This design comes from an exercise in tuning for small area, a short achievable clock period and few clock cycles per item on the open sky130 flow, not from production work.
The RTL was checked by simulation tests, not by an equivalence proof against the original design.
Power and IR drop assume default switching activity.

==> flow/design.v <==
module edit_distance_best_match (
  input  logic        clk,
  input  logic        rst_n,
  input  logic        in_valid,
  output logic        in_ready,
  input  logic [1:0]  in_command,
  input  logic [7:0]  in_char,
  output logic        out_valid,
  input  logic        out_ready,
  output logic        out_found,
  output logic [11:0] out_index,
  input  logic        cfg_valid,
  output logic        cfg_ready,
  input  logic [6:0]  cfg_threshold
);
  localparam int R = 31;             
  localparam logic [1:0] C_QUERY = 2'd0;
  localparam logic [1:0] C_CHAR  = 2'd1;
  localparam logic [1:0] C_CLOSE = 2'd2;
  localparam logic [1:0] C_FIN   = 2'd3;
  logic         in_ready_r;
  logic         take, iq, ic, icl, ifin;
  assign in_ready  = in_ready_r;
  assign cfg_ready = 1'b1;
  assign take      = in_valid && in_ready_r;
  assign iq        = take && in_command == C_QUERY;
  assign ic        = take && in_command == C_CHAR;
  assign icl       = take && in_command == C_CLOSE;
  assign ifin      = take && in_command == C_FIN;
  logic [5:0]   qlen_r;              
  logic [7:0]   qstore_r [R];
  logic [R-1:0] qmask;
  logic [R-1:0] eq_r;
  logic         b_char, b_close, b_fin, restart;
  always_comb begin
    qmask = '0;
    for (int n = 1; n <= R + 1; n++) begin
      if (qlen_r == 6'(n)) begin
        for (int k = 0; k < R; k++) qmask[k] = (k >= R - n);
      end
    end
  end
  always_ff @(posedge clk) begin
    if (iq) begin
      for (int k = 0; k < R - 1; k++) qstore_r[k] <= qstore_r[k+1];
      qstore_r[R-1] <= in_char;
    end
  end
  always_ff @(posedge clk) begin
    for (int k = 0; k < R; k++) eq_r[k] <= (qstore_r[k] == in_char);
  end
  always_ff @(posedge clk) begin
    if (!rst_n) begin
      qlen_r  <= '0;
      b_char  <= 1'b0;
      b_close <= 1'b0;
      b_fin   <= 1'b0;
      restart <= 1'b1;
    end else begin
      b_char  <= ic;
      b_close <= icl;
      b_fin   <= ifin;
      restart <= iq || icl || ifin;
      if (iq && !qlen_r[5]) qlen_r <= qlen_r + 6'd1;
      else if (ifin) qlen_r <= '0;
    end
  end
  logic [R-1:0] pv_r, mv_r;
  logic         sp_r, sm_r;          
  logic [4:0]   score_r;             
  logic [4:0]   pos_r;
  logic         tl_r;                
  logic [5:0]   best_r;              
  logic [11:0]  bidx_r;
  logic [12:0]  wcnt_r;
  logic [5:0]   thr_r, cfgd_r;
  logic         cfgv_r;
  logic [R-1:0] c, xh, xv, ph, mh, phs, mhs;
  logic [4:0]   score_eff;
  logic         lt0, ltp, ltm, closer;
  logic         found;
  always_comb begin
    logic [R-1:0] gg, pp, gn, pn;
    gg = eq_r & pv_r;
    pp = pv_r;
    for (int d = 1; d < R; d = d * 2) begin
      gn = gg;
      pn = pp;
      for (int k = 0; k < R; k++) begin
        if ((k & d) != 0) begin
          gn[k] = gg[k] | (pp[k] & gg[(k & ~(d - 1)) - 1]);
          pn[k] = pp[k] & pp[(k & ~(d - 1)) - 1];
        end
      end
      gg = gn;
      pp = pn;
    end
    c = {gg[R-2:0], 1'b0};
  end
  assign xh  = eq_r | c;
  assign xv  = eq_r | mv_r;
  assign ph  = mv_r | ~(xh | pv_r);
  assign mh  = pv_r & xh;
  assign phs = {ph[R-2:0], 1'b1};
  assign mhs = {mh[R-2:0], 1'b0};
  assign score_eff = score_r + 5'(sp_r) - 5'(sm_r);
  assign lt0    = {1'b0, score_r} < best_r;
  assign ltp    = ({1'b0, score_r} + 6'd1) < best_r;
  assign ltm    = {1'b0, score_r} <= best_r;
  assign closer = !tl_r && !qlen_r[5] && (sp_r ? ltp : (sm_r ? ltm : lt0));
  assign found     = (wcnt_r != '0) && (best_r[5] ? thr_r[5] : (best_r[4:0] <= thr_r[4:0]));
  always_ff @(posedge clk) begin
    if (restart) begin
      pv_r <= qmask;
      mv_r <= ~qmask;
    end else if (b_char) begin
      pv_r <= mhs | ~(xv | phs);
      mv_r <= phs & xv;
    end
  end
  always_ff @(posedge clk) begin
    if (!rst_n) begin
      sp_r    <= 1'b0;
      sm_r    <= 1'b0;
      score_r <= '0;
      pos_r   <= '0;
      tl_r    <= 1'b0;
      best_r  <= 6'd32;
      bidx_r  <= '0;
      wcnt_r  <= '0;
    end else begin
      sp_r    <= b_char && ph[R-1];
      sm_r    <= b_char && mh[R-1];
      score_r <= restart ? qlen_r[4:0] : score_eff;
      if (restart) begin
        pos_r <= '0;
        tl_r  <= 1'b0;
      end else if (b_char && !tl_r) begin
        if (pos_r == 5'd31) tl_r <= 1'b1;
        else pos_r <= pos_r + 5'd1;
      end
      if (b_close && !wcnt_r[12]) begin
        if (closer) begin
          best_r <= {1'b0, score_eff};
          bidx_r <= wcnt_r[11:0];
        end
        wcnt_r <= wcnt_r + 13'd1;
      end
      if (b_fin) begin
        best_r <= 6'd32;
        bidx_r <= '0;
        wcnt_r <= '0;
      end
    end
  end
  always_ff @(posedge clk) begin
    if (!rst_n) begin
      cfgv_r <= 1'b0;
      thr_r  <= 6'd2;
    end else begin
      cfgv_r <= cfg_valid;
      if (cfgv_r) thr_r <= cfgd_r;
    end
  end
  always_ff @(posedge clk) begin
    cfgd_r <= {cfg_threshold[6], (cfg_threshold[6] || cfg_threshold[5]) ? 5'd31 : cfg_threshold[4:0]};
  end
  logic [1:0]  cnt_r;                
  logic        ov_r, of_r, sv_r, sf_r;
  logic [11:0] oi_r, si_r;
  logic        fin_take, out_take;
  assign fin_take = take && in_command == C_FIN;
  assign out_take = ov_r && out_ready;
  always_ff @(posedge clk) begin
    if (!rst_n) begin
      cnt_r      <= '0;
      in_ready_r <= 1'b1;
      ov_r       <= 1'b0;
      sv_r       <= 1'b0;
    end else begin
      cnt_r      <= cnt_r + 2'(fin_take) - 2'(out_take);
      in_ready_r <= out_take || !(cnt_r[1] || (cnt_r[0] && fin_take));
      if (!ov_r || out_ready) begin
        ov_r <= sv_r || b_fin;
        sv_r <= sv_r && b_fin;
      end else if (b_fin) begin
        sv_r <= 1'b1;
      end
    end
  end
  always_ff @(posedge clk) begin
    if (!ov_r || out_ready) begin
      if (sv_r) begin
        of_r <= sf_r;
        oi_r <= si_r;
      end else begin
        of_r <= found;
        oi_r <= found ? bidx_r : '0;
      end
    end
    if (b_fin) begin
      sf_r <= found;
      si_r <= found ? bidx_r : '0;
    end
  end
  assign out_valid = ov_r;
  assign out_found = of_r;
  assign out_index = oi_r;
endmodule
clock: 10.0 ns
lec_check: 0
cap_margin: 20
core_margin: 2
core_utilization: 75
cts_buf_list: sky130_fd_sc_hd__clkbuf_8
cts_cluster_diameter: 60
cts_cluster_size: 18
slew_margin: 20
standard.sh (not shown) runs the stock make flow with config.mk's settings and CLKGATE_MAP_FILE= SYNTH_SCRIPT=/design/flow/synth_recipe.tcl, a recipe that flattens the netlist after the stock synthesis.
==> flow/flow/run.sh <==
#!/bin/bash
bash standard.sh SETUP_SLACK_MARGIN=6.9 "BUFFER_PORTS_ARGS=-buffer_cell sky130_fd_sc_hd__buf_2" finish > standard.log 2>&1
Testbench counts at the start, summed over its fixed seeds: cycles 32,566, items 32,550.
Then changed:
==> flow/flow/run.sh (replaced) <==
#!/bin/bash
bash standard.sh SETUP_SLACK_MARGIN=7.0 "BUFFER_PORTS_ARGS=-buffer_cell sky130_fd_sc_hd__buf_2" finish > standard.log 2>&1
Settings changed: CORE_UTILIZATION 75 to 65, CTS_BUF_LIST sky130_fd_sc_hd__clkbuf_8 to sky130_fd_sc_hd__clkbuf_16, CTS_CLUSTER_DIAMETER 60 to 80, CTS_CLUSTER_SIZE 18 to 30.
The changed run produced a clean layout.
Via count drops by a few percent.
Final area increases slightly.
Global-route usage shrinks by 4.7 points.
Worst setup slack is better by 0.011 ns.
Sequential power is about the same.
Power increases slightly.
Flip-flop and latch count stays the same.
Hold slack is about the same.
Wire length went down by a few percent.
Then changed:
Settings changed: CTS_BUF_LIST sky130_fd_sc_hd__clkbuf_16 to sky130_fd_sc_hd__clkbuf_8, CTS_CLUSTER_DIAMETER 80 to 60, CTS_CLUSTER_SIZE 30 to 18.
Outcome:
- worst setup slack degrades by 0.0035 ns
- wire length is about the same
- cell area hardly moves


edit_distance_best_match, a different RTL version from the one above (not shown whole).
For scale: ~1600 cells after synthesis, ~38 I/O pins, ~20000 sq um of cells after synthesis.
Design edit_distance_best_match, start of the top module:
module edit_distance_best_match (
  input  logic        clk,
  input  logic        rst_n,
  input  logic        in_valid,
  output logic        in_ready,
  input  logic [1:0]  in_command,
  input  logic [7:0]  in_char,
  output logic        out_valid,
  input  logic        out_ready,
  output logic        out_found,
  output logic [11:0] out_index,
  input  logic        cfg_valid,
  output logic        cfg_ready,
  input  logic [6:0]  cfg_threshold
);
clock: 10.0 ns
lec_check: 0
cap_margin: 20
core_margin: 2
core_utilization: 65
slew_margin: 20
==> flow/flow/run.sh <==
#!/bin/bash
bash standard.sh SETUP_SLACK_MARGIN=7.2 finish > standard.log 2>&1
The baseline ran to the end with no violations.
Testbench counts at the start, summed over its fixed seeds: cycles 32,566, items 32,550.
Then changed:
==> flow/flow/run.sh (replaced) <==
#!/bin/bash
bash standard.sh SETUP_SLACK_MARGIN=7.2 "BUFFER_PORTS_ARGS=-buffer_cell sky130_fd_sc_hd__buf_2" finish > standard.log 2>&1
- CTS_BUF_LIST: default -> sky130_fd_sc_hd__clkbuf_8
- CTS_CLUSTER_DIAMETER: default -> 60
- CTS_CLUSTER_SIZE: default -> 18
Effect:
- area after synthesis is unchanged
- non-clock buffer count fell by 8
- register-to-register slack is about the same
- total power falls by 18%
- final area came out lower by 4.5%
- sequential power stays flat
- global-route usage decreases by 1.2 points
- die area stays the same
- routed wire length falls by 3.4%


Setup of cedar:
edit_distance_best_match, a different RTL version from the one above (not shown whole).
Size: about 38 I/O pins.
==> flow/design.v (excerpt) <==
module edit_distance_best_match (
  input  logic        clk,
  input  logic        rst_n,
  input  logic        in_valid,
  output logic        in_ready,
  input  logic [1:0]  in_command,
  input  logic [7:0]  in_char,
  output logic        out_valid,
  input  logic        out_ready,
  output logic        out_found,
  output logic [11:0] out_index,
  input  logic        cfg_valid,
  output logic        cfg_ready,
  input  logic [6:0]  cfg_threshold
);
  localparam int R = 31;             
  localparam logic [1:0] C_QUERY = 2'd0;
  localparam logic [1:0] C_CHAR  = 2'd1;
  localparam logic [1:0] C_CLOSE = 2'd2;
  localparam logic [1:0] C_FIN   = 2'd3;
  logic         in_ready_r;
  logic         take, iq, ic, icl, ifin;
  assign in_ready  = in_ready_r;
  assign cfg_ready = in_ready_r;
  assign take      = in_valid && in_ready_r;
  assign iq        = take && in_command == C_QUERY;
  assign ic        = take && in_command == C_CHAR;
  assign icl       = take && in_command == C_CLOSE;
  assign ifin      = take && in_command == C_FIN;
  logic [5:0]   qlen_r;              
  logic [7:0]   qstore_r [R];
  logic [R-1:0] qmask;
  logic [R-1:0] eq_r;
  logic         b_char, b_close, b_fin, restart;
  always_comb begin
    qmask = '0;
    for (int n = 1; n <= R + 1; n++) begin
      if (qlen_r == 6'(n)) begin
        for (int k = 0; k < R; k++) qmask[k] = (k >= R - n);
      end
    end
  end
  always_ff @(posedge clk) begin
    if (iq) begin
      for (int k = 0; k < R - 1; k++) qstore_r[k] <= qstore_r[k+1];
      qstore_r[R-1] <= in_char;
    end
  end
  always_ff @(posedge clk) begin
    for (int k = 0; k < R; k++) eq_r[k] <= (qstore_r[k] == in_char);
  end
  always_ff @(posedge clk) begin
    if (!rst_n) begin
      qlen_r  <= '0;
      b_char  <= 1'b0;
      b_close <= 1'b0;
      b_fin   <= 1'b0;
      restart <= 1'b1;
    end else begin
      b_char  <= ic;
  ...
clock: 10.0 ns
lec_check: 0
cap_margin: 20
core_margin: 2
core_utilization: 65
cts_buf_list: sky130_fd_sc_hd__clkbuf_16
cts_cluster_diameter: 80
cts_cluster_size: 30
slew_margin: 20
==> flow/flow/run.sh <==
#!/bin/bash
bash standard.sh SETUP_SLACK_MARGIN=6.9 "BUFFER_PORTS_ARGS=-buffer_cell sky130_fd_sc_hd__buf_2" "CTS_ARGS=-sink_clustering_enable -repair_clock_nets -sink_clustering_size 30 -sink_clustering_max_diameter 80 -buf_list sky130_fd_sc_hd__clkbuf_16 -dont_use_dummy_load" finish > standard.log 2>&1
Testbench counts of cedar, summed over its fixed seeds: cycles 32,566, items 32,550.
The following lists how raven was set up differently from cedar:
==> flow/flow/run.sh <==
#!/bin/bash
bash standard.sh SETUP_SLACK_MARGIN=7.1 "BUFFER_PORTS_ARGS=-buffer_cell sky130_fd_sc_hd__buf_2" finish > standard.log 2>&1
Results
- raven vs cedar — count of vias placed by the detailed router rose 82.
- A startpoint of the worst setup timing path of oi_r[5] is what raven shows, while oi_r[3] belongs to cedar.
- The run showing the smaller final cell count is cedar.
- The lower first-pass GRT wire length came out of cedar.
- Comparing cedar and raven, the lower sequential cell area share was measured on raven.
- Footprint of the multi-input gates, cedar and raven: smaller value in cedar
Inputs modified between raven and indigo:
==> flow/flow/run.sh <==
#!/bin/bash
bash standard.sh SETUP_SLACK_MARGIN=6.9 "BUFFER_PORTS_ARGS=-buffer_cell sky130_fd_sc_hd__buf_2" "CTS_ARGS=-sink_clustering_enable -repair_clock_nets -sink_clustering_size 18 -sink_clustering_max_diameter 60 -buf_list sky130_fd_sc_hd__clkbuf_8 -dont_use_dummy_load" finish > standard.log 2>&1
==> run summary <==
- raven and indigo ended up with roughly the same area of all sequential standard cells.
- indigo vs raven — post-CTS setup repair buffer count dropped 4.
- A timing endpoint of the critical path of out_index[5] is what raven shows, while out_index[11] belongs to indigo.
- Global-route wire length before repair (higher): raven
- indigo vs. raven: global placement routability congestion went down by about 2%.
Relative to indigo, the following input files were edited for willow:
==> flow/flow/run.sh <==
#!/bin/bash
bash standard.sh SETUP_SLACK_MARGIN=6.6 "BUFFER_PORTS_ARGS=-buffer_cell sky130_fd_sc_hd__buf_2" finish > standard.log 2>&1
[summary]
- Changes observed in willow relative to indigo: setup fix buffers added after clock tree synthesis went down; design area shrank by about 0.8%; final number of setup-violating endpoints about even.
- In willow the power per cell area turned out about 1.6% higher than in indigo.
- Total grt overflow of indigo is on par with willow.
- The synthesized cell count was comparable across willow and indigo.
- Summary of willow over indigo: number of clock buffers in the layout moved down, combinational share of power moved down.
- Of willow and indigo, indigo shows the lower portion of total power attributed to the clock network, with willow above it.
- Peak supply drop was lower in the run labelled indigo.
The following lists how lagoon was set up differently from willow:
==> flow/flow/run.sh <==
#!/bin/bash
bash standard.sh SETUP_SLACK_MARGIN=6.8 "BUFFER_PORTS_ARGS=-buffer_cell sky130_fd_sc_hd__buf_2" finish > standard.log 2>&1
## What came out
- Number of non-clock buffers | lagoon above willow
- Re total buffers and inverters traversed by the critical path: lagoon is 2 up on willow.
- | clock share of power | willow vs lagoon | ≈ equal |
- Diff willow..lagoon | hold-critical path depth | unchanged
- Looking at combinational share of power across lagoon and willow, the one that comes out higher is lagoon.
- The final non-filler cell total was comparable across lagoon and willow.
- ~same multi-input combinational cell count in lagoon and willow
- [compare] base=willow new=lagoon: post-route total power shows an increase of about 0.4%, final design instance area without fill shows an increase of about 0.5%.
[inputs] pepper vs lagoon
==> flow/flow/run.sh <==
#!/bin/bash
bash standard.sh SETUP_SLACK_MARGIN=6.9 "BUFFER_PORTS_ARGS=-buffer_cell sky130_fd_sc_hd__buf_2" "CTS_ARGS=-sink_clustering_enable -repair_clock_nets -sink_clustering_size 40 -sink_clustering_max_diameter 70 -buf_list sky130_fd_sc_hd__clkbuf_16 -dont_use_dummy_load" finish > standard.log 2>&1
Results
- Setup slack in pepper is 76 ps higher than in lagoon
- [diff] fmax, pepper relative to lagoon: improvement
- Changes observed in pepper relative to lagoon: routed wire length picked up an extra 1.7%; hold slack has decreased.

## afterwards: timing with drivers on the ports
In the flow no input, the clock included, has a driving cell. The finished layouts below were timed again as built, in two steps.
Step 1: set_driving_cell puts a clkbuf_16 on clk and a buf_2 on each other input, an assumption about the parent block.
Step 2 moves the port delays by t, midway between the first and last clock arrival at a register: inputs arrive t later, outputs are due t later. That takes back most of the time a late clock gives input paths.
Three values: no drivers, after step 1, after step 2; two values: the first two.
| run | shift t [ns] | slack for setup (ns) | worst register clock-pin slew, ns | worst data-port slew with drivers (ns) |
|---|---|---|---|---|
| the first run of note 1 | 0.598 | 6.893 / 6.846 / 6.395 | 0.12 / 0.12 | 0.03 |
| the second run of note 1 | 0.599 | 6.904 / 6.853 / 6.461 | 0.12 / 0.12 | 0.03 |
| the third run of note 1 | 0.606 | 6.900 / 6.853 / 6.474 | 0.12 / 0.12 | 0.03 |
| the first run of note 2 | 0.589 | 6.922 / 6.868 / 6.658 | 0.07 / 0.07 | 0.05 |
| the second run of note 2 | 0.607 | 6.879 / 6.828 / 6.607 | 0.11 / 0.11 | 0.05 |
| cedar | 0.573 | 6.946 / 6.893 / 6.480 | 0.11 / 0.11 | 0.04 |
| raven | 0.577 | 6.955 / 6.902 / 6.553 | 0.12 / 0.12 | 0.04 |
| indigo | 0.581 | 6.940 / 6.893 / 6.492 | 0.10 / 0.10 | 0.04 |
| willow | 0.576 | 6.685 / 6.649 / 6.137 | 0.11 / 0.11 | 0.04 |
| lagoon | 0.577 | 6.853 / 6.843 / 6.301 | 0.11 / 0.11 | 0.04 |
| pepper | 0.585 | 6.928 / 6.875 / 6.472 | 0.11 / 0.11 | 0.03 |
After both steps setup and hold are still met in every run listed. For lagoon, which loses most, drivers alone change the setup slack by -0.010 ns; drivers and shift together by -0.552 ns.
